This is an optimization exercise on Yosys and OpenROAD, whose aim is small area, not a production implementation.
At most, simulation tests tie the RTL to the original design; equivalence was not proved.
Power figures rest on the tool's default switching activity, not on a simulated workload.

Design pe_cell_ctrl, start of the top module:
module pe_cell_ctrl
(
	input  logic       clk,
	input  logic       rst_n,
	input  logic       cs_n,
	input  logic       cvalid,
	input  pe_ctrl_pkg::work_mode_e work_mode,
	input  pe_data_pkg::pe_id_t     pe_id,
	input  pe_data_pkg::trunc_t     reg_data_trunc,
	input  pe_data_pkg::bus_byte_t  wdata,
	input  logic       wdata_valid,
	output logic       wdata_busy,
	output logic       pe_busy,
	output pe_data_pkg::bus_byte_t  rdata,
	output logic       rdata_valid,
	output logic       rdata_last,
	input  logic       rdata_busy,
	output pe_data_pkg::row_vec_t   xin,
	output logic       pulse_in,
	output logic       rst_pe_rram,
	input  logic       pim_ready,
	input  pe_data_pkg::col_vec_t   partial_result
);
	logic       st_load, st_run;    
	logic       rd;                 
	logic [5:0] cnt;
	logic [2:0] plane;
	logic       pim_d1, pim_d2, load_d;
	logic       idle, cmd_ok, take, xfer, pim_rise, pim_fall, start, fire, upd, p0, p7, done_p;
	logic       upd_b, upd_n;       
	logic       par;                
	assign idle       = !st_load && !st_run;
	assign cmd_ok     = !cs_n && cvalid && (work_mode[0] ^ work_mode[1]);
	assign wdata_busy = !st_load;
	assign pe_busy    = !idle;
	assign take       = wdata_valid && st_load;
	assign xfer       = rdata_valid && !rdata_busy;
	assign pim_rise   = pim_d1 & ~pim_d2;
	assign pim_fall   = pim_d2 & ~pim_d1;
	assign start      = st_run & ~load_d;
	assign fire       = start | (st_run & pim_fall & (plane != 3'd7));
	assign upd        = st_run & pim_rise;
	assign p0         = (plane == 3'd0);
	assign p7         = (plane == 3'd7);
	assign done_p     = load_d & ~rst_pe_rram & p7;
	assign rdata_valid = st_run && (!cnt[5] || !(cnt[2] || cnt[0]));
	assign rdata_last  = st_run && cnt == 6'd32;
	always_ff @(posedge clk or negedge rst_n) begin
		if (!rst_n) begin
			st_load     <= 1'b0;
			st_run      <= 1'b0;
			pim_d1      <= 1'b0;
			pim_d2      <= 1'b0;
			load_d      <= 1'b0;
			pulse_in    <= 1'b0;
  ...
Size in the first run: about 4600 cells after synthesis, roughly 790 flip-flops, ~1600 I/O pins, ~54000 sq um of cells after synthesis.
Settings: LEC_CHECK=0, CAP_MARGIN=20, CELL_PAD_IN_SITES_DETAIL_PLACEMENT=1, CELL_PAD_IN_SITES_GLOBAL_PLACEMENT=2, CORE_AREA=2 2 718 398, DIE_AREA=0 0 720 400, PLACE_DENSITY=0.4, SLEW_MARGIN=20, SYNTH_HIERARCHICAL=1, SYNTH_MINIMUM_KEEP_SIZE=0; clock period 12.5 ns.
standard.sh (not shown) runs the stock make flow with config.mk's settings and CLKGATE_MAP_FILE= SYNTH_SCRIPT=/design/flow/synth_recipe.tcl, a recipe that flattens the netlist after the stock synthesis.
==> flow/flow/run.sh <==
#!/bin/bash
# The standard layout (standard.sh: synthesis to final DEF), with the port
# buffers made of the smallest buffer cell instead of the default choice,
# and no dummy loads in the clock tree.
set -euo pipefail
export BUFFER_PORTS_ARGS="-buffer_cell sky130_fd_sc_hd__buf_1"
export CTS_ARGS="-sink_clustering_enable -repair_clock_nets -dont_use_dummy_load -sink_clustering_size 22 -sink_clustering_max_diameter 100"
bash standard.sh finish > standard.log 2>&1
Rerun with:
--- a/flow/design.v
+++ b/flow/design.v
@@ -231,28 +231,30 @@
 	assign y = ~((a1 & b1) | (a2 & b2));
 endmodule
 module onehot_sel #(parameter int N = 32)
 (
 	input  logic [N-1:0] d,
 	input  logic [N-1:0] s,
 	output logic         y
 );
 	localparam int N3 = N / 3;
 	localparam int R  = N % 3;
-	localparam int M  = N3 + R;
+	localparam int M  = N3 + (R != 0);
 	logic [M-1:0] t;
 	for (genvar i = 0; i < N3; i++) begin : g3
 		ao222 u (.a1(d[3*i]), .b1(s[3*i]), .a2(d[3*i+1]), .b2(s[3*i+1]),
 			.a3(d[3*i+2]), .b3(s[3*i+2]), .y(t[i]));
 	end
-	for (genvar i = 0; i < R; i++) begin : g1
-		assign t[N3+i] = ~(d[3*N3+i] & s[3*N3+i]);
+	if (R == 2) begin : g2
+		ao22 u (.a1(d[3*N3]), .b1(s[3*N3]), .a2(d[3*N3+1]), .b2(s[3*N3+1]), .y(t[N3]));
+	end else if (R == 1) begin : g1
+		assign t[N3] = ~(d[3*N3] & s[3*N3]);
 	end
 	assign y = ~&t;
 endmodule
 module hold2 (input logic d, e, q, ne, output logic y);
 	assign y = (d & e) | (q & ne);
 endmodule
 module hold3 (input logic q, h, a, ta, b, tb, output logic y);
 	assign y = (q & h) | (a & ta) | (b & tb);
 endmodule
 `timescale 1ns/1ps
@@ -407,24 +409,22 @@
 	logic        sa, sb, la, lb, x, hy_e, hy_h;
 	assign upd_b = load_d & ~rst_pe_rram;
 	assign upd_n = upd | upd_b;
 	assign hy_e  = upd_n;
 	assign hy_h  = st_run & ~upd_n;
 	assign x     = p0 | p7;
 	assign sa    = ~par & ~rd;
 	assign sb    = par & ~rd;
 	assign la    = ~par & (~rd | p0);
 	assign lb    = par & (~rd | p0);
-	always_ff @(posedge clk or negedge rst_n) begin
-		if (!rst_n) par <= 1'b0;
-		else        par <= ~par;
-	end
+	always_ff @(posedge clk)
+		par <= ~par;
 	logic [13:0] hx [16];
 	logic [13:0] hy [16];
 	for (genvar g = 0; g < 16; g++) begin : g_acc
 		column_accumulator u_add (
 			.sa, .sb, .la, .lb, .x,
 			.ca(partial_result[g*48 +: 48]), .cb(partial_result[(g+16)*48 +: 48]),
 			.hn(hx[g]), .nt(nt[g])
 		);
 		logic [13:0] dy;
 		for (genvar i = 0; i < 14; i++) begin : g_h
=> The changed run passed the timing, DRC and antenna checks; maximum frequency grows by 0.97%; routed wire length grows by 5.8%; hold slack gains 0.024 ns; utilization barely changes; first-iteration DRC count shrinks by 2.1%; die area is unchanged; total power grows by 25%; combinational power grows by 46%.
Function not checked in the second run of this note: the RTL went through the layout flow alone.

what the ideal ports hide:
The results above use ideal ports. As a check the final layouts listed here were re-extracted and re-timed, cells and wires unchanged.
Step 1 assumes that a clkbuf_16 drives the clock port and a buf_2 every other input.
Step 2 also shifts input and output timing later by t, the mid clock arrival at the registers, as if the neighbouring blocks saw the same clock.
a / b / c = ideal / step 1 / step 2; a / b = the first two.
| run | t (ns) | setup WS [ns] | worst hold slack (ns) | slew at the worst register clock pin (ns) |
|---|---|---|---|---|
| the first run | 0.755 | 3.338 / 3.261 / 3.191 | 0.330 / 0.330 / 0.330 | 0.11 / 0.11 |
| the second run | 0.748 | 3.426 / 3.426 / 3.096 | 0.354 / 0.354 / 0.354 | 0.11 / 0.11 |
After both steps setup and hold are still met in every run listed. For the second run, which loses most, drivers alone change the setup slack by 0.000 ns; drivers and shift together by -0.330 ns.
